This is an optimization exercise on Yosys and OpenROAD, whose aim is small area and a short achievable clock period, not a production implementation.
Function was checked by simulation only, so behaviour that the tests miss may differ from the original.

==> flow/design.v, too long to show whole: its modules and the start of the top module <==
// module sample_strobe: 26 lines
// module section_sequencer: 25 lines
// module iir_fa: 4 lines
// module iir_ha: 4 lines
// module iir_mul_g: 575 lines
// module iir_mul_f: 1782 lines
// module iir_filter: 151 lines
module iir_filter (
  input  logic                          clk,
  input  logic                          nrst,
  input  logic                          coef_we,
  input  logic [4-1:0]        coef_addr,
  input  logic signed [16-1:0] coef_data,
  input  logic signed [16-1:0]   din,
  output logic signed [21-1:0]  dout
);
  // ...
==> flow/flow/run.sh <==
#!/bin/bash
# The standard layout, with the setup repair asked to leave a margin
# below the clock period so that it sizes the critical paths up.
set -euo pipefail
bash standard.sh SETUP_SLACK_MARGIN=14 finish > standard_finish.log 2>&1
==> flow/standard.sh <==
#!/bin/bash
# synth_recipe.tcl (not shown) runs the flow's synth.tcl, then flattens the netlist and writes it again
# the make line also repeats each setting of config.mk as NAME=value (left out here)
make -C /OpenROAD-flow-scripts/flow DESIGN_CONFIG=/design/flow/config.mk WORK_HOME=/design/flow/orfs CLKGATE_MAP_FILE= SYNTH_SCRIPT=/design/flow/synth_recipe.tcl "${@:-finish}"
==> flow/config.mk <==
export PLATFORM = sky130hd
export DESIGN_NAME = iir_filter
export DESIGN_NICKNAME = iir_filter
export VERILOG_FILES = /design/flow/design.v
export SDC_FILE = /design/flow/constraint.sdc
export NUM_CORES = 4
export LEC_CHECK = 0
export ABC_AREA = 1
export CAP_MARGIN = 20
export CORE_MARGIN = 2
export CORE_UTILIZATION = 55
export SLEW_MARGIN = 20
export SYNTH_HIERARCHICAL = 1
==> flow/constraint.sdc <==
create_clock -name core_clock -period 20.0 [get_ports {clk}]
set_input_delay 4.0000 -clock core_clock [delete_from_list [all_inputs] [get_ports {clk}]]
set_output_delay 4.0000 -clock core_clock [all_outputs]
set_load 0.01 [all_outputs]
==> results.sh, run 1 <==
export IMPL_outcome="finished clean"
export IMPL_dpl_instance_area_sq_um=59900
export IMPL_finalHoldWorstSlack_ps=466
export IMPL_async_reset_ff_share_pct=87.3
export IMPL_worst_pin_slew_ps=1080
export IMPL_synth_edf_count=55
export IMPL_worstHoldStart="w1[80]"
export IMPL_min_to="w1[48]"
export IMPL_final_layout_size_suffix_gt1_share_pct=16.1
export IMPL_finalClockSkew_ps=46.5
export IMPL_timing_rr_start="ab[7]"
export IMPL_dr_wl_met2_mm=93.5
export IMPL_gp_congestion=0.976
export IMPL_rows=119
export IMPL_synth_top_area_cell="fa_1"
export IMPL_grt_max_degree=164
export IMPL_seq_cells=473
export IMPL_cts_htree_levels=2
export IMPL_multi_input_area_share_pct=66.1
export IMPL_synth_top_cell_area_share_pct=22.4
export IMPL_clkCellAreaFrac_pct=2.69
export IMPL_nets=8095
export IMPL_max_freq_ghz=0.135
export IMPL_yosysMostFrequentCell="nand2_1"
export IMPL_crit_cells=31
export IMPL_fin_ws_ps=12600
export IMPL_end_kind="flip-flop"
export IMPL_period_share_pct=37.0
export IMPL_hold_buffers=0
export IMPL_cp_required_ps=20570
export IMPL_grt_pass1_wl_mm=323
export IMPL_startpoint="ab[7]"
export IMPL_grt_busiest_layer="met2"
export IMPL_critPathKind="flip-flop to flip-flop"
==> run 2: changes to the inputs <==
==> flow/flow/run.sh (replaced) <==
#!/bin/bash
# The standard layout, with the setup repair asked to leave a margin
# below the clock period so that it sizes the critical paths up.
set -euo pipefail
bash standard.sh SETUP_SLACK_MARGIN=13 finish > standard_finish.log 2>&1
==> run 2 against run 1 <==
Net effect:
- die area unchanged
- cell area down 2.1%
- critical path depth up 3
- largest cell class unchanged
- worst hold slack better by 1.8 ps
- sequential cell count unchanged
- still clean on timing, DRC and antenna
==> results.sh, run 2 <==
export IMPL_grt_max_degree=157
export IMPL_grt_overflow=0
export IMPL_end_kind="flip-flop"
export IMPL_place_hpwl_mm=150
export IMPL_floorplan_initialDensity_pct=55.3
export IMPL_cts_tree="done"
export IMPL_met2_usage_pct=59.4
export IMPL_finalHoldViolations=0
export IMPL_gp_congestion=0.998
export IMPL_max_cap_violations=0
export IMPL_vias=53000
export IMPL_areaGrowthSynthToFinish_pct=14.6
export IMPL_synth_top_area_cell="fa_1"
export IMPL_startpoint_type="flip-flop"
export IMPL_async_reset_ff_share_pct=87.3
export IMPL_maxSlewViolCount=0
export IMPL_ys_types=65
export IMPL_die_h_um=329
export IMPL_worstHoldStart="w1[34]"
export IMPL_syn_avg_cell_area_sq_um=8.25
export IMPL_clk_latency_ps=690
export IMPL_critPathMaxFanout=7
export IMPL_ff2ff_setup_slack_ps=12510
export IMPL_io_buffers=59
export IMPL_timing_rr_end="dout[11]"
export IMPL_fin_tns_setup_ps=0
export IMPL_die_width_um=329
export IMPL_use_met3_pct=11.6
export IMPL_cp_slowest_cell="fa_2"
export IMPL_slowest_delay_ps=580
export IMPL_nets=8036
export IMPL_final_layout_size_suffix_gt1_share_pct=13.8
export IMPL_synth_cells=7039
export IMPL_timing_rr_start="ab[5]"
export IMPL_ff_latch_area_sq_um=12100
export IMPL_grt_busiest_layer="met2"
export IMPL_ys_seq_area_share_pct=20.8
export IMPL_finalClockSkew_ps=53.0
export IMPL_setup_viol=0
export IMPL_multi_input_area_sq_um=44100
export IMPL_cts_buffers_inserted=55
export IMPL_cts_sinks=473
export IMPL_io_pins=60
export IMPL_outcome="finished clean"
export IMPL_crit_end="dout[11]"
export IMPL_routedWlPerCell_um=25.6
export IMPL_fill_cells=9194
export IMPL_synth_edf_count=55
export IMPL_first_pass_iters=9
export IMPL_pre_cts_ws_ps=10830
export IMPL_root_buffer="clkbuf_16"
export IMPL_r2r_cells=34
export IMPL_grt_pass1_vias=52000
export IMPL_max_freq_ghz=0.133
export IMPL_drt_iter0_drc=6208
export IMPL_critPathKind="flip-flop to flip-flop"
export IMPL_rsz0062_at_grt="yes"
export IMPL_reg_top3="ab x96, w1 x96, w2 x96"
export IMPL_crit_top_cell="fa_2"
export IMPL_worst_pin_slew_ps=1330
export IMPL_core_area_sq_um=105000
export IMPL_synth_top_cell_area_share_pct=22.4
export IMPL_min_period_ps=7490
export IMPL_synth_cell_area_sq_um=58000
export IMPL_use_met1_pct=53.1
export IMPL_synth_flop_cell="dfrtp_1"
export IMPL_final_cell_mix="1,483 x nand2_1, 755 x xor2_1, 653 x o22ai_1"
export IMPL_yosys_top_cells_count="1,533 x nand2_1, 766 x xor2_1, 676 x o22ai_1, 650 x fa_1, 593 x inv_1"
export IMPL_hold_path_class="flip-flop to flip-flop"
export IMPL_antenna_found_initial=6
export IMPL_yosys_warnings=10
export IMPL_startpoint="ab[5]"
export IMPL_cts_htree_levels=2
export IMPL_grtUsageTotal_pct=39.7
export IMPL_die_area_sq_um=108000
export IMPL_period_share_pct=37.5
export IMPL_wirelength_mm=217
export IMPL_cp_required_ps=20570
export IMPL_drc=0
export IMPL_grt_pass1_wl_mm=325
export IMPL_cts_buffer_depth=3
export IMPL_ys_top_cells_by_area="fa_1 22%, dfrtp_1 18%, xor2_1 12%"
export IMPL_antenna_left=0
export IMPL_yosysMostFrequentCell="nand2_1"
export IMPL_hold_buffers=0
export IMPL_layout_commonest_cell="nand2_1"
export IMPL_rows=119
export IMPL_relSlewSlack_pct=11.0
export IMPL_vias_per_cell=6.24
export IMPL_clk_pin_slew_ps=60
export IMPL_fin_ws_ps=12510
export IMPL_synth_seq_cells=473
export IMPL_crit_arrival_ps=8060
run 2: cell counts after synthesis:
No cell type changed its count.
run 2: critical path: cells and delay by family, from the launching register on:
kind / cells / cell delay, ps
flip-flops: 1 / 560
AND/OR/NAND/NOR: 9 / 760
XOR/XNOR: 2 / 420
buffers and inverters: 10 / 1360
adder cells (fa/ha/maj): 7 / 3280
AO/OA/AOI/OAI: 6 / 970
run 2: metal layers:
metal / part of all wire, % / wire [um] / vias up
li1: - / - / 23200
met1: 39 / 85800 / 25900
met2: 43 / 92800 / 3106
met3: 12 / 25900 / 772
met4: 5.8 / 12700 / 10
met5: 0.027 / 59 / -
run 2: kinds of logic after synthesis:
| logic type | Yosys count | synth area share, % |
|---|---|---|
| xor gates and xnor gates | 804 | 12.2 |
| DFF | 473 | 20.8 |
| buffers and inverters | 1069 | 7.34 |
| adders and majority gates | 935 | 28.6 |
| AOI/OAI and AO/OA | 1534 | 15.4 |
| and+or+nand+nor | 2220 | 15.6 |
| other | 3 | 0.0194 |
| muxes | 1 | 0.0194 |
run 2: repair_timing:
item	in CTS	in global routing
hold endpoints to repair	0	0
gates cloned	39	2
pin swaps	159	65
resized for setup	554	83
setup buffers	163	44
setup endpoints to repair	74	62
run 2: how the worst min path moves through the flow:
stage                        end  depth (start not counted)
after global routing      w2[53]                          2
after floorplan           w1[32]                          2
after detailed placement  w1[34]                          2
after global placement    w2[50]                          2
after CTS                 w1[34]                          2
final                     w1[34]                          2
run 2: cell type report:
| class | count | share of cell area, % |
|---|---|---|
| Antenna cell | 1 | 0.00376 |
| Clock buffer | 79 | 2.42 |
| Clock inverter | 22 | 0.523 |
| Inverter | 609 | 3.52 |
| Multi-Input combinational cell | 5545 | 66.3 |
| Sequential cell | 473 | 18.2 |
| Tap cell | 1391 | 2.62 |
| Timing Repair Buffer | 374 | 6.32 |
| Timing Repair inverter | 4 | 0.0452 |
run 2: Yosys stat by module (local to each module, per instance):
| module | cell area (sq um) | times used | cells inside |
|---|---|---|---|
| sample_strobe | 229 | 1 | 28 |
| section_sequencer | 155 | 1 | 18 |
| iir_ha | 12.5 | 109 | 1 |
| iir_fa | 20.0 | 647 | 1 |
| iir_filter | 22600 | 1 | 2789 |
| iir_mul_f | 14100 | 1 | 2277 |
| iir_mul_g | 6560 | 1 | 1171 |
run 2: through the flow:
stage | hold WS [ps] | util [%] | instance area (sq um) | std cells
global placement | 454 | 56.5 | 59300 | 8148
global route | 489 | 63.3 | 66500 | 8497
detailed placement | 458 | 56.5 | 59300 | 8148
CTS | 473 | 62.6 | 65700 | 8451
floorplan | 442 | - | 58200 | 7076
finish | 468 | 63.3 | 66500 | 8498
==> module iir_filter, before the edit <==
module iir_filter (
  input  logic                          clk,
  input  logic                          nrst,
  input  logic                          coef_we,
  input  logic [4-1:0]        coef_addr,
  input  logic signed [16-1:0] coef_data,
  input  logic signed [16-1:0]   din,
  output logic signed [21-1:0]  dout
);
  logic        strobe;
  logic        running;
  logic        phase;
  logic [1:0]  idx;
  logic [2:0][15:0] gain, a2;
  logic [5:0][15:0] ab;
  logic [2:0][31:0] w1, w2;
  logic signed [23:0] cur;
  logic signed [34:0] fb;
  logic               fk;
  sample_strobe u_strobe (
    .clk    (clk),
    .nrst   (nrst),
    .hold   (coef_we),
    .strobe (strobe)
  );
  section_sequencer u_seq (
    .clk     (clk),
    .nrst    (nrst),
    .strobe  (strobe),
    .stall   (coef_we),
    .running (running),
    .phase   (phase),
    .idx     (idx)
  );
  logic ph0, ph1;
  assign ph0 = running && !coef_we && !phase;
  assign ph1 = running && !coef_we && phase;
  logic signed [34:0] f_fb;
  logic               f_fk;
  logic [35:0]        w_cy;
  logic signed [23:0] x;
  logic signed [34:0] f_s;
  logic signed [35:0] w_sum;
  logic signed [31:0] w_new;
  logic signed [23:0] y;
  logic signed [20:0] y_out;
  iir_mul_g u_mul_g (
    .g   (gain[0]),
    .xin (cur),
    .x   (x)
  );
  assign w_cy  = {cur[23], cur[23], cur[23], cur[23], cur[23], cur[23], cur[23], cur[23],
                  cur[23], cur[23], cur[23], cur, 1'b1} + {~fb, ~fk};
  assign w_sum = {w_cy[35], w_cy[35:1]};
  logic ovf_w;
  assign ovf_w = !((&w_sum[35:31]) || !(|w_sum[35:31]));
  assign w_new = ovf_w ? {w_sum[35], {31{~w_sum[35]}}} : w_sum[31:0];
  iir_mul_f u_mul_f (
    .c1 (ab[0]),
    .v1 (w1[0]),
    .c2 (a2[0]),
    .v2 (w2[0]),
    .wl (w_new),
    .y  (f_s),
    .fb (f_fb),
    .fk (f_fk)
  );
  logic ovf_y, ovf_o;
  assign ovf_y = !((&f_s[34:23]) || !(|f_s[34:23]));
  assign ovf_o = !((&f_s[34:20]) || !(|f_s[34:20]));
  assign y     = ovf_y ? {f_s[34], {23{~f_s[34]}}} : f_s[23:0];
  assign y_out = ovf_o ? {f_s[34], {20{~f_s[34]}}} : f_s[20:0];
  logic [1:0] base;
  logic [2:0] step;
  assign base = running ? idx : 2'd0;
  assign step = running ? {idx, phase} : 3'd0;
  logic [2:0][1:0] sec_at;
  logic [5:0][3:0] ab_at;
  always_comb begin
    for (int p = 0; p < 3; p++) begin
      sec_at[p] = 2'((base + 2'(p)) % 3);
    end
    for (int p = 0; p < 6; p++) begin
      logic [2:0] sl;
      sl = 3'((step + 3'(p)) % 6);
      ab_at[p] = {sl[2:1], sl[0] ? 2'b01 : 2'b10};
    end
  end
  logic [2:0] hit_g, hit_a2;
  logic [5:0] hit_ab;
  always_comb begin
    for (int p = 0; p < 3; p++) begin
      hit_g[p]  = (coef_addr == {sec_at[p], 2'b00});
      hit_a2[p] = (coef_addr == {sec_at[p], 2'b11});
    end
    for (int p = 0; p < 6; p++) begin
      hit_ab[p] = (coef_addr == ab_at[p]);
    end
  end
  always_ff @(posedge clk or negedge nrst) begin
    if (!nrst) begin
      gain <= '0;
      a2   <= '0;
    end else if (coef_we) begin
      for (int p = 0; p < 3; p++) begin
        if (hit_g[p])  gain[p] <= coef_data;
        if (hit_a2[p]) a2[p]   <= coef_data;
      end
    end else if (running && phase) begin
      gain <= {gain[0], gain[2:1]};
      a2   <= {a2[0], a2[2:1]};
    end
  end
  always_ff @(posedge clk or negedge nrst) begin
    if (!nrst) begin
      ab <= '0;
    end else if (coef_we) begin
      for (int p = 0; p < 6; p++) begin
        if (hit_ab[p]) ab[p] <= coef_data;
      end
    end else if (running) begin
      ab <= {ab[0], ab[5:1]};
    end
  end
  always_ff @(posedge clk or negedge nrst) begin
    if (!nrst) begin
      w1   <= '0;
      w2   <= '0;
      dout <= '0;
    end else if (ph1) begin
      w1 <= {w_new, w1[2:1]};
      w2 <= {w1[0], w2[2:1]};
      if (idx == 2'd2) dout <= y_out;
    end
  end
  always_ff @(posedge clk) begin
    if (strobe) begin
      cur <= {{3{din[15]}}, din, 5'd0};
    end else if (ph0) begin
      cur <= x;
    end else if (ph1) begin
      cur <= y;
    end
  end
  always_ff @(posedge clk) begin
    if (ph0) begin
      fb <= f_fb;
      fk <= f_fk;
    end
  end
endmodule
==> run 3: changes to the inputs <==
--- a/flow/design.v
+++ b/flow/design.v
@@ -2430,7 +2430,8 @@
   logic [2:0][15:0] gain, a2;
   logic [5:0][15:0] ab;
   logic [2:0][31:0] w1, w2;
-  logic signed [23:0] cur;
+  logic signed [34:0] cur;
+  logic signed [34:0] dq;
   logic signed [34:0] fb;
   logic               fk;
   sample_strobe u_strobe (
@@ -2458,15 +2459,14 @@
   logic signed [34:0] f_s;
   logic signed [35:0] w_sum;
   logic signed [31:0] w_new;
-  logic signed [23:0] y;
-  logic signed [20:0] y_out;
+  logic signed [23:0] cur_s;
+  logic               ovf_c, ovf_o;
   iir_mul_g u_mul_g (
     .g   (gain[0]),
-    .xin (cur),
+    .xin (cur_s),
     .x   (x)
   );
-  assign w_cy  = {cur[23], cur[23], cur[23], cur[23], cur[23], cur[23], cur[23], cur[23],
-                  cur[23], cur[23], cur[23], cur, 1'b1} + {~fb, ~fk};
+  assign w_cy  = {cur, 1'b1} + {~fb, ~fk};
   assign w_sum = {w_cy[35], w_cy[35:1]};
   logic ovf_w;
   assign ovf_w = !((&w_sum[35:31]) || !(|w_sum[35:31]));
@@ -2481,11 +2481,10 @@
     .fb (f_fb),
     .fk (f_fk)
   );
-  logic ovf_y, ovf_o;
-  assign ovf_y = !((&f_s[34:23]) || !(|f_s[34:23]));
-  assign ovf_o = !((&f_s[34:20]) || !(|f_s[34:20]));
-  assign y     = ovf_y ? {f_s[34], {23{~f_s[34]}}} : f_s[23:0];
-  assign y_out = ovf_o ? {f_s[34], {20{~f_s[34]}}} : f_s[20:0];
+  assign ovf_c = !((&cur[34:23]) || !(|cur[34:23]));
+  assign cur_s = ovf_c ? {cur[34], {23{~cur[34]}}} : cur[23:0];
+  assign ovf_o = !((&dq[34:20]) || !(|dq[34:20]));
+  assign dout  = ovf_o ? {dq[34], {20{~dq[34]}}} : dq[20:0];
   logic [1:0] base;
   logic [2:0] step;
   assign base = running ? idx : 2'd0;
@@ -2542,20 +2541,20 @@
     if (!nrst) begin
       w1   <= '0;
       w2   <= '0;
-      dout <= '0;
+      dq   <= '0;
     end else if (ph1) begin
       w1 <= {w_new, w1[2:1]};
       w2 <= {w1[0], w2[2:1]};
-      if (idx == 2'd2) dout <= y_out;
+      if (idx == 2'd2) dq <= f_s;
     end
   end
   always_ff @(posedge clk) begin
     if (strobe) begin
-      cur <= {{3{din[15]}}, din, 5'd0};
+      cur <= {{14{din[15]}}, din, 5'd0};
     end else if (ph0) begin
-      cur <= x;
+      cur <= {{11{x[23]}}, x};
     end else if (ph1) begin
-      cur <= y;
+      cur <= f_s;
     end
   end
   always_ff @(posedge clk) begin
==> flow/flow/run.sh (replaced) <==
#!/bin/bash
# The standard layout, with the setup repair asked to leave a margin
# below the clock period so that it sizes the critical paths up.
set -euo pipefail
bash standard.sh SETUP_SLACK_MARGIN=13.5 finish > standard_finish.log 2>&1
--- a/flow/config.mk
+++ b/flow/config.mk
@@ -8,6 +8,6 @@
 export ABC_AREA = 1
 export CAP_MARGIN = 20
 export CORE_MARGIN = 2
-export CORE_UTILIZATION = 55
+export CORE_UTILIZATION = 65
 export SLEW_MARGIN = 20
 export SYNTH_HIERARCHICAL = 1
==> run 3 against run 2 <==
Net effect:
- non-clock buffer count up 147
- area after synthesis up 2.0%
- via count up 9.8%
- worst hold slack better by 1.5 ps
- synthesized cell count up 2.3%
- cell count up 1.3%
- still clean
- critical path type unchanged
- worst setup slack better by 400 ps
==> results.sh, run 3 <==
export IMPL_outcome="finished clean"
export IMPL_end_kind="flip-flop"
export IMPL_r2r_cells=25
export IMPL_cts_buffers_inserted=54
export IMPL_critPathMaxFanout=10
export IMPL_wirelength_mm=234
export IMPL_relSlewSlack_pct=10.8
export IMPL_cts_sinks=498
export IMPL_cp_slowest_cell="o22ai_1"
export IMPL_rows=110
export IMPL_maxSlewViolCount=0
export IMPL_hold_buffers=0
export IMPL_grt_overflow=0
export IMPL_drc=0
export IMPL_synth_cells=7203
export IMPL_synth_cell_area_sq_um=59200
export IMPL_ys_types=62
export IMPL_grt_pass1_wl_mm=325
export IMPL_synth_edf_count=66
export IMPL_yosysMostFrequentCell="nand2_1"
export IMPL_die_area_sq_um=93500
export IMPL_io_buffers=59
export IMPL_syn_avg_cell_area_sq_um=8.22
export IMPL_antenna_left=0
export IMPL_die_width_um=306
export IMPL_grt_pass1_vias=54200
export IMPL_floorplan_initialDensity_pct=65.7
export IMPL_ff2ff_setup_slack_ps=12910
export IMPL_fill_cells=6025
export IMPL_synth_flop_cell="dfrtp_1"
export IMPL_fin_tns_setup_ps=0
export IMPL_hold_path_class="flip-flop to flip-flop"
export IMPL_synth_seq_cells=498
export IMPL_cts_buffer_depth=3
export IMPL_ys_top_cells_by_area="fa_1 22%, dfrtp_1 18%, xor2_1 11%"
export IMPL_slowest_delay_ps=630
export IMPL_critPathTopFamily="adder cells"
export IMPL_grtUsageTotal_pct=45.7
export IMPL_gp_congestion=1.12
export IMPL_root_buffer="clkbuf_16"
export IMPL_synth_top_area_cell="fa_1"
export IMPL_rsz0062_at_grt="yes"
export IMPL_cp_required_ps=20380
export IMPL_hold_depth=2
export IMPL_place_hpwl_mm=146
export IMPL_worst_pin_slew_ps=1340
export IMPL_die_h_um=306
export IMPL_startpoint_type="flip-flop"
export IMPL_clk_pin_slew_ps=60
export IMPL_layout_commonest_cell="nand2_1"
export IMPL_io_pins=60
export IMPL_cts_tree="done"
export IMPL_setup_viol=0
export IMPL_synth_top_cell_area_share_pct=22.0
export IMPL_routedWlPerCell_um=27.1
export IMPL_async_reset_ff_share_pct=85.7
export IMPL_crit_cells=25
export IMPL_max_freq_ghz=0.141
export IMPL_period_share_pct=35.4
export IMPL_crit_buf_inv=4
export IMPL_areaGrowthSynthToFinish_pct=19.6
export IMPL_final_area_sq_um=70800
export IMPL_critPathKind="flip-flop to flip-flop"
export IMPL_grt_max_degree=122
export IMPL_dpl_instance_area_sq_um=60200
export IMPL_crit_arrival_ps=7470
export IMPL_max_cap_violations=0
export IMPL_nets=8357
export IMPL_yosys_warnings=10
export IMPL_clk_latency_ps=710
export IMPL_pre_cts_ws_ps=11950
export IMPL_fin_ws_ps=12910
export IMPL_min_period_ps=7090
export IMPL_finalClockSkew_ps=40.3
export IMPL_ys_seq_area_share_pct=21.6
export IMPL_vias_per_cell=6.76
export IMPL_reg_top3="ab x96, w1 x96, w2 x96"
export IMPL_crit_top_cell="nand2_1"
export IMPL_yosys_top_cells_count="1,587 x nand2_1, 770 x xor2_1, 678 x o22ai_1, 666 x inv_1, 650 x fa_1"
export IMPL_first_pass_iters=14
export IMPL_core_area_sq_um=90100
export IMPL_antenna_found_initial=4
export IMPL_finalHoldViolations=0
export IMPL_drt_iter0_drc=8893
export IMPL_vias=58200
export IMPL_final_layout_size_suffix_gt1_share_pct=19.9
export IMPL_cts_htree_levels=2
export IMPL_final_cell_mix="1,450 x nand2_1, 739 x xor2_1, 639 x o22ai_1"
==> run 3: cell count changes after synthesis, sizes merged, moves of 14 or more <==
cell and delta:
a31oi -30, buf -15, clkbuf +24, dfrtp +14
inv +71, mux2 +16, nand2 +52, nand3 -41
nor2 -40, o21ai +102
==> run 3: worst register-to-register path, cell delays in order, from the launching register on <==
cell     delay (ps)
dfrtp_2         480
inv_1           200
nand2_4         140
buf_4           170
o22ai_1         630
xor2_1          240
fa_1            560
fa_1            590
fa_2            450
fa_2            450
fa_1            550
fa_1            470
ha_4            340
nand2_2         120
o21ai_2         210
inv_1            60
nand2_1         120
nand2_1          80
nand2_2         160
nand2_1         100
nand3_1          80
nand2_1         100
inv_1           190
nand2_1         120
o21ai_1         120
o21ai_0          90
==> run 3: kinds of logic (layout without fill, tap and decap cells) <==
| kind of cell | Yosys count | after routing | share of synthesized area (%) |
|---|---|---|---|
| multiplexers | 18 | 18 | 0.340 |
| AND/OR/NAND/NOR | 2199 | 2214 | 15.0 |
| adder cells (fa/ha/maj) | 935 | 935 | 28.0 |
| AO/OA/AOI/OAI | 1597 | 1605 | 15.5 |
| XOR/XNOR | 805 | 805 | 11.9 |
| other | 3 | 45 | 0.0190 |
| flip-flops | 498 | 498 | 21.6 |
| buffers and inverters | 1148 | 1314 | 7.62 |
==> run 3: layer usage <==
layer  part of all wire (%)  vias to the layer above  GRT usage [%]
li1                       -                    24000              -
met1                     34                    27500           58.2
met2                     42                     5028           67.9
met3                     15                     1682           15.5
met4                    9.2                       11           26.5
met5                   0.10                        -           1.19
==> run 3: area by class of cell <==
type	count	area (sq um)	area share [%]
well taps	1176	1470	2.08
clock buffers	81	1580	2.24
flip-flops and latches	498	12800	18.1
clock inverters	21	204	0.288
inverters	679	2700	3.81
repair inverters	12	87.6	0.124
repair buffers	521	5620	7.94
multi-input cells	5617	46300	65.4
diodes	5	12.5	0.0177
==> run 3: Yosys stat by module, one instance, submodules excluded <==
module / cells inside / flops+latches / copies in the design / cell area [sq um]
section_sequencer: 18 / 3 / 1 / 155
sample_strobe: 28 / 5 / 1 / 229
iir_mul_g: 1171 / 0 / 1 / 6560
iir_mul_f: 2277 / 0 / 1 / 14100
iir_ha: 1 / 0 / 109 / 12.5
iir_fa: 1 / 0 / 647 / 20.0
iir_filter: 2953 / 490 / 1 / 23800
==> run 3: repair_timing <==
action                                  CTS  global route
gates resized for setup                 399           773
setup buffers                           132           219
endpoints found under the setup margin  124           104
pin swaps                                73           322
endpoints found under the hold margin     0             0
gates cloned                             45            25
==> run 3: path summary, 6_finish.rpt <==
| kind | endpoint | from |
|---|---|---|
| setup / recovery | cur[22] | ab[0] |
| hold / removal | w2[19] | w2[51] |
| setup reg to reg | cur[22] | ab[0] |
| hold reg to reg | w2[19] | w2[51] |
| max in group asynchronous | w2[5] | nrst |
| min in group asynchronous | u_strobe.cnt[2] | nrst |
==> run 3: through the flow <==
stage          util [%]  std cells  hold WS (ps)
5_1_grt            78.5       8605           493
4_1_cts            72.5       8361           471
3_5_place_dp       66.8       8082           458
6_report           78.5       8610           470
3_3_place_gp       66.8       8082           454
2_1_floorplan         -       7240           442
==> run 4: changes to the inputs <==
--- a/flow/config.mk
+++ b/flow/config.mk
@@ -8,6 +8,6 @@
 export ABC_AREA = 1
 export CAP_MARGIN = 20
 export CORE_MARGIN = 2
-export CORE_UTILIZATION = 65
+export CORE_UTILIZATION = 55
 export SLEW_MARGIN = 20
 export SYNTH_HIERARCHICAL = 1
==> run 4 against run 3 <==
Net effect:
- worst setup slack better by 370 ps
- highest routed layer unchanged
- die area up 18%
- critical endpoint is now cur[33]
- area after synthesis unchanged
- clock-buffer cell count down 2
==> results.sh, run 4 <==
export IMPL_outcome="finished clean"
export IMPL_syn_avg_cell_area_sq_um=8.22
export IMPL_grt_max_degree=121
export IMPL_maxSlewViolCount=0
export IMPL_slowest_delay_ps=590
export IMPL_setup_viol=0
export IMPL_synth_flop_cell="dfrtp_1"
export IMPL_critPathMaxFanout=7
export IMPL_yosysMostFrequentCell="nand2_1"
export IMPL_antenna_left=0
export IMPL_min_period_ps=6710
export IMPL_crit_chain="buf_12 -> nor2_4 -> buf_4 -> a21oi_4 -> buf_12 -> o22ai_1 -> xor2_1 -> fa_2 -> fa_1 -> fa_1 -> fa_2 -> fa_1 -> fa_1 -> ha_4 -> a21oi_2 -> o21ai_0 -> a21oi_1 -> o2111ai_2 -> xor2_1 -> inv_1 -> o21ai_2 -> nand2_1 -> nand2_1"
export IMPL_end_kind="flip-flop"
export IMPL_finalClockSkew_ps=64.5
export IMPL_startpoint_type="flip-flop"
export IMPL_first_pass_iters=9
export IMPL_io_pins=60
export IMPL_final_cell_mix="1,433 x nand2_1, 742 x xor2_1, 637 x o22ai_1"
export IMPL_final_core_util_pct=67.5
export IMPL_routedWlPerCell_um=26.1
export IMPL_rows=120
export IMPL_synth_cells=7203
export IMPL_synth_cell_area_sq_um=59200
export IMPL_vias_per_cell=6.28
export IMPL_rsz0062_at_grt="yes"
export IMPL_die_h_um=332
export IMPL_reg_top3="ab x96, w1 x96, w2 x96"
export IMPL_final_layout_size_suffix_gt1_share_pct=21.2
export IMPL_startpoint="ab[5]"
export IMPL_synth_top_area_cell="fa_1"
export IMPL_synth_fa_ha_area_share_pct=28.0
export IMPL_areaGrowthSynthToFinish_pct=21.9
export IMPL_max_freq_ghz=0.149
export IMPL_clk_pin_slew_ps=60
export IMPL_crit_arrival_ps=7140
export IMPL_io_buffers=59
export IMPL_drt_iter0_drc=6608
export IMPL_synth_top_cell_area_share_pct=22.0
export IMPL_yosys_top_cells_count="1,587 x nand2_1, 770 x xor2_1, 678 x o22ai_1, 666 x inv_1, 650 x fa_1"
export IMPL_crit_top_cell="fa_1"
export IMPL_synth_edf_count=66
export IMPL_synth_compound_area_share_pct=15.5
export IMPL_gp_congestion=1.03
export IMPL_synth_xor_area_share_pct=11.9
export IMPL_critPathKind="flip-flop to flip-flop"
export IMPL_relSlewSlack_pct=18.8
export IMPL_period_share_pct=33.6
export IMPL_finalHoldViolations=0
export IMPL_ys_top_cells_by_area="fa_1 22%, dfrtp_1 18%, xor2_1 11%"
export IMPL_fin_tns_setup_ps=0
export IMPL_cp_slowest_cell="fa_2"
export IMPL_ff_latch_area_sq_um=12800
export IMPL_floorplan_initialDensity_pct=55.4
export IMPL_place_hpwl_mm=153
export IMPL_met2_usage_pct=61.7
export IMPL_grt_pass1_wl_mm=337
export IMPL_nets=8407
export IMPL_worstHoldStart="w2[76]"
export IMPL_drc=0
export IMPL_synth_seq_cells=498
export IMPL_max_cap_violations=0
export IMPL_antenna_found_initial=5
export IMPL_fill_cells=8752
export IMPL_use_met1_pct=52.0
export IMPL_multi_input_area_sq_um=46600
export IMPL_grtUsageTotal_pct=40.1
export IMPL_wirelength_mm=232
export IMPL_grt_busiest_layer="met2"
export IMPL_timing_rr_start="ab[5]"
export IMPL_grt_overflow=0
export IMPL_worst_pin_slew_ps=1220
export IMPL_die_area_sq_um=110000
export IMPL_use_met3_pct=11.4
export IMPL_cts_htree_levels=2
export IMPL_hold_path_class="flip-flop to flip-flop"
export IMPL_cts_buffer_depth=3
export IMPL_synthSimpleGateAreaFrac_pct=15.0
export IMPL_die_width_um=332
export IMPL_cp_required_ps=20430
export IMPL_async_reset_ff_share_pct=85.7
export IMPL_ys_seq_area_share_pct=21.6
export IMPL_synth_mux_area_share_pct=0.340
export IMPL_cts_buffers_inserted=56
export IMPL_clk_latency_ps=710
export IMPL_root_buffer="clkbuf_16"
export IMPL_core_area_sq_um=107000
export IMPL_vias=55800
export IMPL_grt_pass1_vias=54300
export IMPL_hold_buffers=0
export IMPL_ys_types=62
export IMPL_cts_sinks=498
export IMPL_layout_commonest_cell="nand2_1"
export IMPL_cts_tree="done"
export IMPL_yosys_warnings=10
export IMPL_synth_top_family_by_area="adder cells"
==> run 4: Yosys stat by module, one instance, submodules excluded, excerpt <==
module | cell area (sq um) | flip-flops and latches | copies in the design | cells
sample_strobe | 229 | 5 | 1 | 28
iir_filter | 23800 | 490 | 1 | 2953
iir_ha | 12.5 | 0 | 109 | 1
section_sequencer | 155 | 3 | 1 | 18
iir_fa | 20.0 | 0 | 647 | 1
iir_mul_g | 6560 | 0 | 1 | 1171
==> run 4: cells by family (layout without fill, tap and decap cells) <==
kind of cell | count (synthesis) | count (layout)
AND/OR/NAND/NOR | 2199 | 2212
AO/OA/AOI/OAI | 1597 | 1607
buffers and inverters | 1148 | 1365
adder cells (fa/ha/maj) | 935 | 935
XOR/XNOR | 805 | 805
flip-flops | 498 | 498
multiplexers | 18 | 18
other | 3 | 43
==> run 4: final timing paths <==
path,to,slack [ps],depth (start not counted)
max,cur[33],13290,23
min,w2[44],470,2
max reg2reg,cur[33],13290,23
min reg2reg,w2[44],470,2
max in group asynchronous,a2[7],14110,4
min in group asynchronous,dq[8],3250,1
==> run 4: what timing repair did <==
action,4_1_cts,5_1_grt
endpoints found under the setup margin,124,221
buffers inserted,209,195
gates resized for setup,505,758
pin swaps,120,381
cloned,46,16
==> run 4: through the flow <==
step | instance area, sq um | cells | worst slack (ps) | hold slack (ps)
after floorplan | 59300 | 7240 | 13880 | 442
after CTS | 67200 | 8672 | 13450 | 471
after global placement | 60500 | 8312 | 11730 | 454
after global routing | 72100 | 8883 | 13130 | 485
after detailed placement | 60500 | 8312 | 11860 | 458
final | 72200 | 8886 | 13290 | 468
==> run 4: critical path: cells and delay by family (launching register included) <==
family	cells	cell delay, ps
flip-flops	1	420
adder cells (fa/ha/maj)	7	3310
buffers and inverters	4	600
AND/OR/NAND/NOR	3	260
XOR/XNOR	2	540
AO/OA/AOI/OAI	7	1310
==> run 4: metal layers <==
metal | wire length (um) | vias up
li1 | - | 24100
met5 | 30 | -
met4 | 15900 | 4
met3 | 26800 | 1009
met2 | 101000 | 3583
met1 | 88700 | 27100
==> run 4: layout make-up <==
cell class                      instances  share of cell area, %
Timing Repair inverter                  5                 0.0486
Tap cell                             1403                   2.43
Sequential cell                       498                   17.8
Antenna cell                            3                 0.0104
Timing Repair Buffer                  576                   8.81
Clock buffer                           79                   2.22
Clock inverter                         26                  0.428
Inverter                              679                   3.72
Multi-Input combinational cell       5617                   64.6
==> run 5: changes to the inputs <==
==> flow/flow/run.sh (replaced) <==
#!/bin/bash
# The standard layout, with the setup repair asked to leave a margin
# below the clock period so that it sizes the critical paths up.
set -euo pipefail
bash standard.sh SETUP_SLACK_MARGIN=12.0 finish > standard_finish.log 2>&1
==> run 5 against run 4 <==
Net effect:
- still clean on timing, DRC and antenna
- register-to-register slack got worse by 1100 ps
- via count shrank 7.7%
- sequential share of layout area is 2.6 points higher
- clock-buffer cell count is the same
- die area unchanged
- worst setup slack got worse by 1100 ps
- sequential cell count stayed put
- global-route usage shrank 2.9 points
- routed wire length is 11% lower
==> results.sh, run 5 <==
export IMPL_die_area_sq_um=110000
export IMPL_cp_required_ps=20490
export IMPL_vias=51500
export IMPL_async_reset_ff_share_pct=85.7
export IMPL_io_pins=60
export IMPL_setup_viol=0
export IMPL_finalClockSkew_ps=71.9
export IMPL_fin_ws_ps=12230
export IMPL_worst_pin_slew_ps=1180
export IMPL_cts_buffers_inserted=56
export IMPL_grt_pass1_wl_mm=315
export IMPL_end_kind="flip-flop"
export IMPL_finalHoldViolations=0
export IMPL_wirelength_mm=206
export IMPL_antenna_left=0
export IMPL_synth_edf_count=66
export IMPL_grt_pass1_vias=51300
export IMPL_grt_overflow=0
export IMPL_pre_cts_ws_ps=11860
export IMPL_hold_buffers=0
export IMPL_placed_cells=8312
export IMPL_min_period_ps=7770
export IMPL_final_area_sq_um=62700
export IMPL_outcome="finished clean"
export IMPL_use_met3_pct=8.87
export IMPL_clk_pin_slew_ps=70
export IMPL_place_hpwl_mm=153
export IMPL_rows=120
export IMPL_synth_cells=7203
export IMPL_ys_types=62
export IMPL_nets=7951
export IMPL_use_met1_pct=50.6
export IMPL_first_pass_iters=6
export IMPL_timing_rr_start="ab[7]"
export IMPL_ys_top_cells_by_area="fa_1 22%, dfrtp_1 18%, xor2_1 11%"
export IMPL_relSlewSlack_pct=21.3
export IMPL_synth_flop_cell="dfrtp_1"
export IMPL_max_freq_ghz=0.129
export IMPL_hold_path_class="flip-flop to flip-flop"
export IMPL_areaGrowthSynthToFinish_pct=5.99
export IMPL_grtUsageTotal_pct=37.2
export IMPL_worstHoldStart="w2[39]"
export IMPL_cts_sinks=498
export IMPL_grt_max_degree=121
export IMPL_dpl_instance_area_sq_um=60500
export IMPL_grt_busiest_layer="met2"
export IMPL_die_width_um=332
export IMPL_clk_latency_ps=710
export IMPL_ys_seq_area_share_pct=21.6
export IMPL_vias_per_cell=6.11
export IMPL_fin_tns_setup_ps=0
export IMPL_drt_iter0_drc=5358
export IMPL_drc=0
export IMPL_synth_seq_cells=498
export IMPL_startpoint_type="flip-flop"
export IMPL_yosys_warnings=10
export IMPL_synth_top_cell_area_share_pct=22.0
export IMPL_max_cap_violations=0
export IMPL_final_layout_size_suffix_gt1_share_pct=5.69
export IMPL_die_h_um=332
export IMPL_critPathKind="flip-flop to flip-flop"
export IMPL_final_core_util_pct=58.7
export IMPL_final_cells=8429
export IMPL_maxSlewViolCount=0
export IMPL_period_share_pct=38.8
export IMPL_yosys_top_cells_count="1,587 x nand2_1, 770 x xor2_1, 678 x o22ai_1, 666 x inv_1, 650 x fa_1"
export IMPL_cts_htree_levels=2
export IMPL_floorplan_initialDensity_pct=55.4
export IMPL_gp_congestion=1.03
export IMPL_final_cell_mix="1,577 x nand2_1, 768 x xor2_1, 678 x o22ai_1"
export IMPL_io_buffers=59
export IMPL_root_buffer="clkbuf_16"
export IMPL_routedWlPerCell_um=24.5
export IMPL_cts_buffer_depth=3
export IMPL_crit_arrival_ps=8260
export IMPL_core_area_sq_um=107000
export IMPL_startpoint="ab[7]"
export IMPL_layout_commonest_cell="nand2_1"
export IMPL_fill_cells=9913
export IMPL_critPathMaxFanout=41
export IMPL_synth_cell_area_sq_um=59200
export IMPL_yosysMostFrequentCell="nand2_1"
export IMPL_rsz0062_at_grt="yes"
export IMPL_cts_tree="done"
export IMPL_synth_top_area_cell="fa_1"
export IMPL_syn_avg_cell_area_sq_um=8.22
export IMPL_reg_top3="ab x96, w1 x96, w2 x96"
export IMPL_antenna_found_initial=6
export IMPL_met2_usage_pct=57.5
==> run 5: layer usage <==
metal  wire length (um)  vias to the layer above  part of all wire (%)
li1                   -                    23100                     -
met1              85300                    25200                    41
met2              90800                     2662                    44
met3              20700                      509                    10
met4               9440                        8                   4.6
met5                 53                        -                 0.026
==> run 5: cell type report <==
class | instances | area (sq um) | share of cell area [%]
Multi-Input combinational cell | 5597 | 42300 | 67.5
Clock inverter | 26 | 309 | 0.493
Antenna cell | 2 | 5.00 | 0.00798
Tap cell | 1403 | 1760 | 2.80
Clock buffer | 79 | 1600 | 2.55
Timing Repair Buffer | 145 | 1310 | 2.09
Sequential cell | 498 | 12800 | 20.4
Inverter | 679 | 2630 | 4.18
==> run 5: cell families (layout without fill, tap and decap cells) <==
logic type,after synthesis,count (layout),share of synthesized area [%]
AND/OR/NAND/NOR,2199,2199,15.0
flip-flops,498,498,21.6
multiplexers,18,18,0.340
adder cells (fa/ha/maj),935,935,28.0
XOR/XNOR,805,805,11.9
other,3,42,0.0190
buffers and inverters,1148,929,7.62
AO/OA/AOI/OAI,1597,1600,15.5
==> run 5: modules after synthesis (local to each module, per instance) <==
module | cell area (sq um) | flops+latches
iir_fa | 20.0 | 0
iir_filter | 23800 | 490
iir_ha | 12.5 | 0
iir_mul_f | 14100 | 0
iir_mul_g | 6560 | 0
sample_strobe | 229 | 5
section_sequencer | 155 | 3
==> run 5: repair_timing <==
action                     in CTS  in global routing
hold endpoints to repair        0                  0
setup endpoints to repair       5                 60
gates cloned                    2                  1
pin swaps                       2                  4
gates resized for setup         7                 39
buffers inserted                0                  6
==> run 5: metrics by stage <==
stage / hold slack [ps]
finish: 469
detailed placement: 458
global placement: 454
CTS: 471
floorplan: 442
global route: 485
==> run 5: final timing paths <==
check	end	slack [ps]	depth (start not counted)
max	cur[19]	12230	23
min	w2[39]	470	2
max reg2reg	cur[19]	12230	23
min reg2reg	w2[39]	470	2
max in group asynchronous	a2[3]	13860	4
min in group asynchronous	dq[8]	3270	1
==> run 5: critical path, stage by stage, from the launching register on <==
cell and delay, ps:
dfrtp_2 350, buf_6 420, nor2_1 250, a21oi_2 790
o22ai_1 170, xor2_1 210, fa_1 520, fa_1 440
fa_1 500, fa_1 580, fa_1 470, fa_1 500
ha_1 350, a21oi_1 250, o21ai_0 110, a21oi_1 340
o21ai_2 170, nand2_1 100, nand2_2 80, nand2_1 70
nand2_1 70, xor2_2 370, nand2_1 170, a21oi_1 200
==> run 6: changes to the inputs <==
==> flow/flow/run.sh (replaced) <==
#!/bin/bash
# The standard layout, with the setup repair asked to leave a margin
# below the clock period so that it sizes the critical paths up.
set -euo pipefail
bash standard.sh SETUP_SLACK_MARGIN=13.2 finish > standard_finish.log 2>&1
==> run 6 against run 5 <==
Net effect:
- still clean
- largest cell class unchanged
- non-clock buffer count rose by 232
- synthesized cell count did not move
- area after synthesis did not move
==> results.sh, run 6 <==
export IMPL_timing_rr_start="cur[25]"
export IMPL_rsz0062_at_grt="yes"
export IMPL_outcome="finished clean"
export IMPL_final_cell_mix="1,520 x nand2_1, 759 x xor2_1, 663 x o22ai_1"
export IMPL_cp_required_ps=16000
export IMPL_clk_pin_slew_ps=60
export IMPL_setup_viol=0
export IMPL_reg_top3="ab x96, w1 x96, w2 x96"
export IMPL_hold_path_class="flip-flop to flip-flop"
export IMPL_cts_buffers_inserted=56
export IMPL_finalClockSkew_ps=65.4
export IMPL_root_buffer="clkbuf_16"
export IMPL_maxSlewViolCount=0
export IMPL_cts_buffer_depth=3
export IMPL_fin_ws_ps=13270
export IMPL_timing_rr_end="cur[19]"
export IMPL_layout_commonest_cell="nand2_1"
export IMPL_floorplan_initialDensity_pct=55.4
export IMPL_finalHoldViolations=0
export IMPL_max_cap_violations=0
export IMPL_ys_seq_area_share_pct=21.6
export IMPL_end_kind="output pin"
export IMPL_yosys_top_cells_count="1,587 x nand2_1, 770 x xor2_1, 678 x o22ai_1, 666 x inv_1, 650 x fa_1"
export IMPL_startpoint_type="flip-flop"
export IMPL_rows=120
export IMPL_antenna_left=0
export IMPL_ff2ff_setup_slack_ps=13290
export IMPL_io_buffers=59
export IMPL_synth_flop_cell="dfrtp_1"
export IMPL_vias_per_cell=6.23
export IMPL_wirelength_mm=222
export IMPL_crit_arrival_ps=2730
export IMPL_critPathKind="flip-flop to output pin"
export IMPL_fin_tns_setup_ps=0
export IMPL_ys_top_cells_by_area="fa_1 22%, dfrtp_1 18%, xor2_1 11%"
export IMPL_synth_seq_cells=498
export IMPL_hold_buffers=0
export IMPL_critPathMaxFanout=13
export IMPL_die_h_um=332
export IMPL_grt_max_degree=121
export IMPL_r2r_cells=29
export IMPL_die_area_sq_um=110000
export IMPL_wirelength_met1_mm=87.4
export IMPL_yosys_warnings=10
export IMPL_cts_htree_levels=2
export IMPL_max_freq_ghz=0.149
export IMPL_core_area_sq_um=107000
export IMPL_areaGrowthSynthToFinish_pct=14.5
export IMPL_startpoint="dq[28]"
export IMPL_io_pins=60
export IMPL_die_width_um=332
export IMPL_drt_iter0_drc=5934
export IMPL_gp_congestion=1.03
export IMPL_synth_edf_count=66
export IMPL_grt_overflow=0
export IMPL_synth_top_area_cell="fa_1"
export IMPL_min_period_ps=6730
export IMPL_synth_cells=7203
export IMPL_first_pass_iters=7
export IMPL_crit_end="dout[13]"
export IMPL_routedWlPerCell_um=25.6
export IMPL_worst_pin_slew_ps=1180
export IMPL_vias=54100
export IMPL_drc=0
export IMPL_grt_pass1_wl_mm=325
export IMPL_period_share_pct=33.7
export IMPL_highest_layer="met5"
export IMPL_relSlewSlack_pct=20.9
export IMPL_cts_sinks=498
export IMPL_synth_cell_area_sq_um=59200
export IMPL_clk_latency_ps=710
export IMPL_async_reset_ff_share_pct=85.7
export IMPL_dr_wl_met2_mm=97.7
export IMPL_nets=8210
export IMPL_synth_top_cell_area_share_pct=22.0
export IMPL_grtUsageTotal_pct=38.6
export IMPL_place_hpwl_mm=153
export IMPL_antenna_found_initial=7
export IMPL_yosysMostFrequentCell="nand2_1"
export IMPL_final_layout_size_suffix_gt1_share_pct=13.0
export IMPL_cts_tree="done"
export IMPL_syn_avg_cell_area_sq_um=8.22
export IMPL_grt_pass1_vias=52600
export IMPL_pre_cts_ws_ps=11860
export IMPL_wl_met3_mm=24.1
export IMPL_ys_types=62
[run 6: cell counts after synthesis]
Identical to the previous run, type by type.
[run 6: worst max-delay path: stages, from the launching register on]
cell,delay (ps)
dfrtp_1,430
nor4_2,280
nand4_1,190
o41ai_4,90
buf_6,190
buf_12,150
or2_4,170
nand2_1,60
clkdlybuf4s50_1,470
[run 6: timing repair]
item	CTS	global route
cloned	26	27
pin swaps	31	149
endpoints found under the setup margin	121	99
setup buffers	84	132
resized for setup	225	376
[run 6: area by class of cell]
| type | count | area [sq um] |
|---|---|---|
| antenna | 2 | 5.00 |
| clock buffer | 79 | 1600 |
| clock inverter | 26 | 309 |
| fill | 9408 | 39100 |
| inverter | 679 | 2650 |
| multi-input combinational | 5617 | 44300 |
| sequential | 498 | 12800 |
| tap | 1403 | 1760 |
| timing repair buffer | 377 | 4260 |
| timing repair inverter | 7 | 52.6 |
[run 6: worst min-delay path by stage]
stage                      start  slack [ps]  endpoint  depth (start not counted)
final                     w2[39]         470    w2[39]                          2
after global routing      w1[33]         490     w1[1]                          2
after CTS                 w2[35]         470     w2[3]                          2
after detailed placement  w1[33]         460    w1[33]                          2
after global placement    w1[56]         450    w1[56]                          2
after floorplan           w1[32]         440    w1[32]                          2
[run 6: per-module statistics from Yosys (local to each module, per instance)]
| module | cell area, sq um | cells | times used | flops+latches |
|---|---|---|---|---|
| iir_mul_g | 6560 | 1171 | 1 | 0 |
| section_sequencer | 155 | 18 | 1 | 3 |
| iir_ha | 12.5 | 1 | 109 | 0 |
| iir_filter | 23800 | 2953 | 1 | 490 |
| iir_mul_f | 14100 | 2277 | 1 | 0 |
| sample_strobe | 229 | 28 | 1 | 5 |
| iir_fa | 20.0 | 1 | 647 | 0 |
[run 6: layer usage]
layer,up-vias,track usage (%)
met2,3216,59.4
met1,26400,51.4
li1,23700,-
met4,6,17.8
met3,753,9.65
met5,-,0
[run 6: cells by family after synthesis]
logic type               synth area share, %
AND/OR/NAND/NOR                         15.0
AO/OA/AOI/OAI                           15.5
flip-flops                              21.6
buffers and inverters                   7.62
adder cells (fa/ha/maj)                 28.0
XOR/XNOR                                11.9
multiplexers                           0.340
other                                 0.0190
[run 6: stage by stage]
| stage | area [sq um] | utilization, % | instances | hold slack [ps] |
|---|---|---|---|---|
| 2_1_floorplan | 59300 | - | 7240 | 442 |
| 3_3_place_gp | 60500 | 56.6 | 8312 | 454 |
| 3_5_place_dp | 60500 | 56.6 | 8312 | 458 |
| 4_1_cts | 64600 | 60.4 | 8527 | 471 |
| 5_1_grt | 67800 | 63.4 | 8686 | 485 |
| 6_report | 67800 | 63.4 | 8688 | 471 |
==> run 7: changes to the inputs <==
==> flow/flow/run.sh (replaced) <==
#!/bin/bash
# The standard layout, with the setup repair asked to leave a margin
# below the clock period so that it sizes the critical paths up.
set -euo pipefail
bash standard.sh SETUP_SLACK_MARGIN=12.5 finish > standard_finish.log 2>&1
==> run 7 against run 6 <==
Net effect:
- die area stayed put
- register-to-register slack worse by 590 ps
- clock skew is 2.8 ps higher
- synthesized cell count stayed put
- critical endpoint is now cur[11]
- fmax is 7.7% lower
- critical path depth is 13 higher
- routed wire length is 5.8% lower
- still clean
==> results.sh, run 7 <==
export IMPL_outcome="finished clean"
export IMPL_fin_tns_setup_ps=0
export IMPL_cts_sinks=498
export IMPL_worst_pin_slew_ps=1150
export IMPL_antenna_left=0
export IMPL_grt_pass1_vias=51400
export IMPL_layout_commonest_cell="nand2_1"
export IMPL_die_area_sq_um=110000
export IMPL_synth_cell_area_sq_um=59200
export IMPL_rsz0062_at_grt="yes"
export IMPL_synth_seq_cells=498
export IMPL_hold_path_class="flip-flop to flip-flop"
export IMPL_max_freq_ghz=0.137
export IMPL_grt_pass1_wl_mm=316
export IMPL_first_pass_iters=9
export IMPL_rows=120
export IMPL_synth_flop_cell="dfrtp_1"
export IMPL_period_share_pct=36.5
export IMPL_gp_congestion=1.03
export IMPL_yosysMostFrequentCell="nand2_1"
export IMPL_final_area_sq_um=63500
export IMPL_vias=52200
export IMPL_end_kind="flip-flop"
export IMPL_yosys_warnings=10
export IMPL_max_cap_violations=0
export IMPL_critPathMaxFanout=40
export IMPL_cp_required_ps=20550
export IMPL_areaGrowthSynthToFinish_pct=7.33
export IMPL_async_reset_ff_share_pct=85.7
export IMPL_reg_top3="ab x96, w1 x96, w2 x96"
export IMPL_cts_buffers_inserted=56
export IMPL_place_hpwl_mm=153
export IMPL_startpoint_type="flip-flop"
export IMPL_critPathKind="flip-flop to flip-flop"
export IMPL_floorplan_initialDensity_pct=55.4
export IMPL_finalClockSkew_ps=68.3
export IMPL_yosys_top_cells_count="1,587 x nand2_1, 770 x xor2_1, 678 x o22ai_1, 666 x inv_1, 650 x fa_1"
export IMPL_cts_tree="done"
export IMPL_drc=0
export IMPL_crit_arrival_ps=7840
export IMPL_wirelength_mm=209
export IMPL_io_pins=60
export IMPL_clk_pin_slew_ps=60
export IMPL_min_period_ps=7300
export IMPL_setup_viol=0
export IMPL_ys_seq_area_share_pct=21.6
export IMPL_cts_buffer_depth=3
export IMPL_clk_latency_ps=700
export IMPL_final_layout_size_suffix_gt1_share_pct=6.61
export IMPL_synth_top_cell_area_share_pct=22.0
export IMPL_synth_top_area_cell="fa_1"
export IMPL_hold_buffers=0
export IMPL_ys_types=62
export IMPL_syn_avg_cell_area_sq_um=8.22
export IMPL_routedWlPerCell_um=24.7
export IMPL_maxSlewViolCount=0
export IMPL_synth_cells=7203
export IMPL_io_buffers=59
export IMPL_ys_top_cells_by_area="fa_1 22%, dfrtp_1 18%, xor2_1 11%"
export IMPL_finalHoldViolations=0
export IMPL_cts_htree_levels=2
export IMPL_die_h_um=332
export IMPL_final_cell_mix="1,576 x nand2_1, 767 x xor2_1, 678 x o22ai_1"
export IMPL_relSlewSlack_pct=23.0
export IMPL_vias_per_cell=6.16
export IMPL_grtUsageTotal_pct=37.4
export IMPL_antenna_found_initial=5
export IMPL_grt_max_degree=121
export IMPL_die_width_um=332
export IMPL_dpl_instance_area_sq_um=60500
export IMPL_nets=8004
export IMPL_drt_iter0_drc=5531
export IMPL_root_buffer="clkbuf_16"
export IMPL_core_area_sq_um=107000
export IMPL_synth_edf_count=66
export IMPL_grt_overflow=0
[run 7: cell counts after synthesis]
No cell type changed its count.
[run 7: path summary, 6_finish.rpt]
kind                        start      end  slack, ps  cells after the start
min in group asynchronous    nrst    dq[8]       3270                      1
min                        w2[39]    w2[7]        470                      2
max in group asynchronous    nrst    a2[3]      13850                      4
max reg2reg                 ab[5]  cur[11]      12700                     21
max                         ab[5]  cur[11]      12700                     21
min reg2reg                w2[39]    w2[7]        470                      2
[run 7: routing by layer]
layer / track usage, % / wire [um]
met1: 50.8 / 86000
met2: 57.8 / 92200
met3: 8.94 / 21100
met4: 14.8 / 9970
met5: 0 / 22
[run 7: kinds of logic (layout without fill, tap and decap cells)]
family | count (synthesis) | in the layout | synth area share, %
muxes | 18 | 18 | 0.340
buffers and inverters | 1148 | 976 | 7.62
and+or+nand+nor | 2199 | 2200 | 15.0
other | 3 | 41 | 0.0190
DFF | 498 | 498 | 21.6
xor gates and xnor gates | 805 | 805 | 11.9
adders and majority gates | 935 | 935 | 28.0
AOI/OAI and AO/OA | 1597 | 1605 | 15.5
[run 7: through the flow]
stage	utilization [%]	cells	worst slack, ps	hold slack, ps
2_1_floorplan	-	7240	13880	442
3_3_place_gp	56.6	8312	11730	454
3_5_place_dp	56.6	8312	11860	458
4_1_cts	58.6	8426	12480	471
5_1_grt	59.4	8480	12410	485
6_report	59.4	8481	12700	468
[run 7: worst max-delay path, stage by stage (launching register included)]
cell and delay [ps]:
dfrtp_2 370, buf_12 280, nand2_1 200, nand2_4 270, buf_4 290, o22ai_1 120, xor2_1 210, fa_1 520
fa_1 470, fa_1 490, fa_1 570, fa_1 560, fa_1 430, ha_1 370, nand2_1 180, o21ai_2 260
a21oi_2 130, o21ai_2 270, buf_4 160, xor2_1 660, nand2_1 130, a21oi_1 170
[run 7: timing repair]
item	CTS	global route
endpoints found under the setup margin	61	67
resized for setup	48	72
setup buffers	4	47
pin swaps	5	12
endpoints found under the hold margin	0	0
gates cloned	5	6
[run 7: modules after synthesis, one instance, submodules excluded]
module             flip-flops and latches  cell area, sq um  times used
iir_mul_f                               0             14100           1
section_sequencer                       3               155           1
sample_strobe                           5               229           1
iir_ha                                  0              12.5         109
iir_fa                                  0              20.0         647
iir_filter                            490             23800           1
iir_mul_g                               0              6560           1
[run 7: area by class of cell]
type,instances,area (sq um)
multi-input cells,5603,42600
flip-flops and latches,498,12800
clock inverters,26,309
fillers,9875,43400
repair buffers,191,1860
repair inverters,1,5.00
well taps,1403,1760
inverters,679,2630
diodes,1,2.50
clock buffers,79,1600
==> run 8: changes to the inputs <==
==> flow/flow/run.sh (replaced) <==
#!/bin/bash
# The standard layout, with the setup repair asked to leave a margin
# below the clock period so that it sizes the critical paths up.
set -euo pipefail
bash standard.sh SETUP_SLACK_MARGIN=12.9 finish > standard_finish.log 2>&1
--- a/flow/config.mk
+++ b/flow/config.mk
@@ -9,5 +9,6 @@
 export CAP_MARGIN = 20
 export CORE_MARGIN = 2
 export CORE_UTILIZATION = 55
+export PLACE_DENSITY = 0.75
 export SLEW_MARGIN = 20
 export SYNTH_HIERARCHICAL = 1
==> run 8 against run 7 <==
Net effect:
- sequential share of layout area shrank 0.45 points
- global-route usage down 0.93 points
- non-clock buffer count up 98
- register-to-register slack improved by 320 ps
- core utilization increased by 1.4 points
- cell count grew 1.2%
- die area did not move
- still clean
==> results.sh, run 8 <==
export IMPL_outcome="finished clean"
export IMPL_synth_top_cell_area_share_pct=22.0
export IMPL_startpoint_type="flip-flop"
export IMPL_min_period_ps=6980
export IMPL_critPathMaxFanout=42
export IMPL_end_kind="flip-flop"
export IMPL_finalHoldViolations=0
export IMPL_hold_buffers=0
export IMPL_ff2ff_setup_slack_ps=13020
export IMPL_reg_top3="ab x96, w1 x96, w2 x96"
export IMPL_maxSlewViolCount=0
export IMPL_gp_congestion=1.07
export IMPL_io_pins=60
export IMPL_synth_top_family_by_area="adder cells"
export IMPL_drt_iter0_drc=7643
export IMPL_antenna_left=0
export IMPL_vias_per_cell=6.34
export IMPL_nets=8108
export IMPL_routedWlPerCell_um=24.4
export IMPL_synth_mux_area_share_pct=0.340
export IMPL_first_pass_iters=10
export IMPL_die_area_sq_um=110000
export IMPL_rows=120
export IMPL_rsz0062_at_grt="yes"
export IMPL_synth_seq_cells=498
export IMPL_synth_fa_ha_area_share_pct=28.0
export IMPL_synth_cells=7203
export IMPL_core_area_sq_um=107000
export IMPL_final_layout_size_suffix_gt1_share_pct=9.03
export IMPL_die_h_um=332
export IMPL_ys_types=62
export IMPL_cts_htree_levels=2
export IMPL_synth_flop_cell="dfrtp_1"
export IMPL_drc=0
export IMPL_finalClockSkew_ps=37.3
export IMPL_max_cap_violations=0
export IMPL_crit_arrival_ps=7370
export IMPL_multi_input_area_sq_um=42900
export IMPL_async_reset_ff_share_pct=85.7
export IMPL_root_buffer="clkbuf_16"
export IMPL_die_width_um=332
export IMPL_max_freq_ghz=0.143
export IMPL_setup_viol=0
export IMPL_cts_sinks=498
export IMPL_ys_seq_area_share_pct=21.6
export IMPL_ys_top_cells_by_area="fa_1 22%, dfrtp_1 18%, xor2_1 11%"
export IMPL_relSlewSlack_pct=21.9
export IMPL_critPathKind="flip-flop to flip-flop"
export IMPL_wirelength_mm=210
export IMPL_grtUsageTotal_pct=36.4
export IMPL_worst_pin_slew_ps=1160
export IMPL_place_hpwl_mm=147
export IMPL_clk_latency_ps=680
export IMPL_yosys_warnings=10
export IMPL_cts_buffer_depth=3
export IMPL_floorplan_initialDensity_pct=55.4
export IMPL_cts_tree="done"
export IMPL_areaGrowthSynthToFinish_pct=9.94
export IMPL_cts_buffers_inserted=54
export IMPL_final_cell_mix="1,564 x nand2_1, 766 x xor2_1, 678 x o22ai_1"
export IMPL_yosysMostFrequentCell="nand2_1"
export IMPL_yosys_top_cells_count="1,587 x nand2_1, 770 x xor2_1, 678 x o22ai_1, 666 x inv_1, 650 x fa_1"
export IMPL_clk_pin_slew_ps=70
export IMPL_antenna_found_initial=5
export IMPL_grt_pass1_vias=52400
export IMPL_vias=54400
export IMPL_layout_commonest_cell="nand2_1"
export IMPL_syn_avg_cell_area_sq_um=8.22
export IMPL_synth_compound_area_share_pct=15.5
export IMPL_synth_edf_count=66
export IMPL_fin_tns_setup_ps=0
export IMPL_grt_max_degree=153
export IMPL_synthSimpleGateAreaFrac_pct=15.0
export IMPL_synth_xor_area_share_pct=11.9
export IMPL_synth_cell_area_sq_um=59200
export IMPL_io_buffers=59
export IMPL_cp_required_ps=20390
export IMPL_grt_pass1_wl_mm=312
export IMPL_period_share_pct=34.9
export IMPL_ff_latch_area_sq_um=12800
export IMPL_grt_overflow=0
export IMPL_fill_cells=9286
export IMPL_hold_path_class="flip-flop to flip-flop"
export IMPL_synth_top_area_cell="fa_1"
-- run 8: cell counts after synthesis --
No cell type changed its count.
-- run 8: stage by stage --
stage               hold slack, ps  utilization [%]  worst slack [ps]  instance area, sq um  cells
floorplan                      442                -             13880                 59300   7240
global placement               452             56.6             11500                 60500   8309
detailed placement             459             56.6             11460                 60500   8309
CTS                            471             59.1             12830                 63100   8447
global route                   484             60.9             12710                 65100   8581
finish                         468             60.9             13020                 65100   8582
-- run 8: routing by layer --
layer,track usage [%],part of all wire (%),up-vias
met5,0,0.026,-
met4,18.6,7.1,8
met3,10.2,13,1022
met2,55.5,43,3782
met1,47.6,37,26100
li1,-,-,23500
-- run 8: cell type report --
type | instances | area share (%)
clock inverter | 22 | 0.365
timing repair inverter | 6 | 0.0654
antenna | 1 | 0.00385
sequential | 498 | 19.7
inverter | 679 | 4.04
clock buffer | 78 | 2.45
multi-input combinational | 5606 | 66.0
timing repair buffer | 289 | 4.71
tap | 1403 | 2.70
-- run 8: cells by family (layout without fill, tap and decap cells) --
kind of cell             after synthesis  in the layout
AO/OA/AOI/OAI                       1597           1605
XOR/XNOR                             805            805
adder cells (fa/ha/maj)              935            935
buffers and inverters               1148           1074
flip-flops                           498            498
multiplexers                          18             18
other                                  3             41
AND/OR/NAND/NOR                     2199           2203
-- run 8: repair_timing --
action / in CTS / in global routing
setup endpoints to repair: 165 / 150
cloned: 11 / 18
resized for setup: 111 / 155
pin swaps: 8 / 19
buffers inserted: 27 / 115
-- run 8: worst paths after layout --
| kind | start | to | cells after the start |
|---|---|---|---|
| worst max register to register | a2[13] | fb[29] | 20 |
| worst min register to register | w2[55] | w2[23] | 2 |
| worst max-delay path | a2[13] | fb[29] | 20 |
| max in group asynchronous | nrst | ab[13] | 5 |
| worst min-delay path | w2[55] | w2[23] | 2 |
| min in group asynchronous | nrst | dq[22] | 1 |
-- run 8: Yosys stat by module (local to each module, per instance) --
module,cells inside,cell area [sq um],copies in the design
iir_ha,1,12.5,109
iir_mul_g,1171,6560,1
iir_filter,2953,23800,1
iir_mul_f,2277,14100,1
iir_fa,1,20.0,647
section_sequencer,18,155,1
sample_strobe,28,229,1
-- run 8: critical path, cell delays in order (launching register included) --
cell and delay (ps):
dfrtp_2 360, buf_8 420, nor2_1 180, a21oi_2 300
buf_4 430, o22ai_1 150, xor2_1 210, fa_1 500
fa_1 400, fa_1 530, fa_1 510, fa_1 560
fa_1 440, ha_1 400, a21oi_1 230, o21ai_0 150
o21bai_1 230, a221oi_1 400, nand2_1 90, nand2_1 70
nand2_1 90

==> static timing again, ports no longer ideal <==
In the flow no input, the clock included, has a driving cell. The finished layouts below were timed again as built, in two steps.
Step 1: set_driving_cell puts a clkbuf_16 on clk and a buf_2 on each other input, an assumption about the parent block.
Step 2 also shifts input and output timing later by t, the mid clock arrival at the registers, as if the neighbouring blocks saw the same clock.
Slacks: ideal / step 1 / step 2; pairs: ideal / step 1.
run | shift t [ns] | setup slack, ns | hold WS [ns] | worst setup path after step 2 | worst slew at a driven data input, ns
run 1 | 0.739 | 12.598 / 12.598 / 12.598 | 0.466 / 0.466 / 0.466 | register to register | 0.05
run 2 | 0.742 | 12.509 / 12.509 / 12.484 | 0.468 / 0.468 / 0.468 | input to register | 0.07
run 3 | 0.762 | 12.913 / 12.913 / 12.881 | 0.470 / 0.470 / 0.470 | input to register | 0.05
run 4 | 0.758 | 13.285 / 13.285 / 13.192 | 0.468 / 0.468 / 0.468 | input to register | 0.06
run 5 | 0.751 | 12.234 / 12.234 / 12.234 | 0.469 / 0.469 / 0.469 | register to register | 0.06
run 6 | 0.754 | 13.267 / 13.186 / 13.118 | 0.471 / 0.471 / 0.471 | input, reset recovery | 0.06
run 7 | 0.752 | 12.702 / 12.702 / 12.702 | 0.468 / 0.468 / 0.468 | register to register | 0.06
run 8 | 0.736 | 13.019 / 13.019 / 12.741 | 0.468 / 0.468 / 0.468 | input, reset recovery | 0.05
After both steps every run listed still meets setup and hold. The setup slack of run 8, which loses most, moves by 0.000 ns with the drivers and by -0.278 ns with both steps. The worst setup slack also covers recovery checks on asynchronous resets.
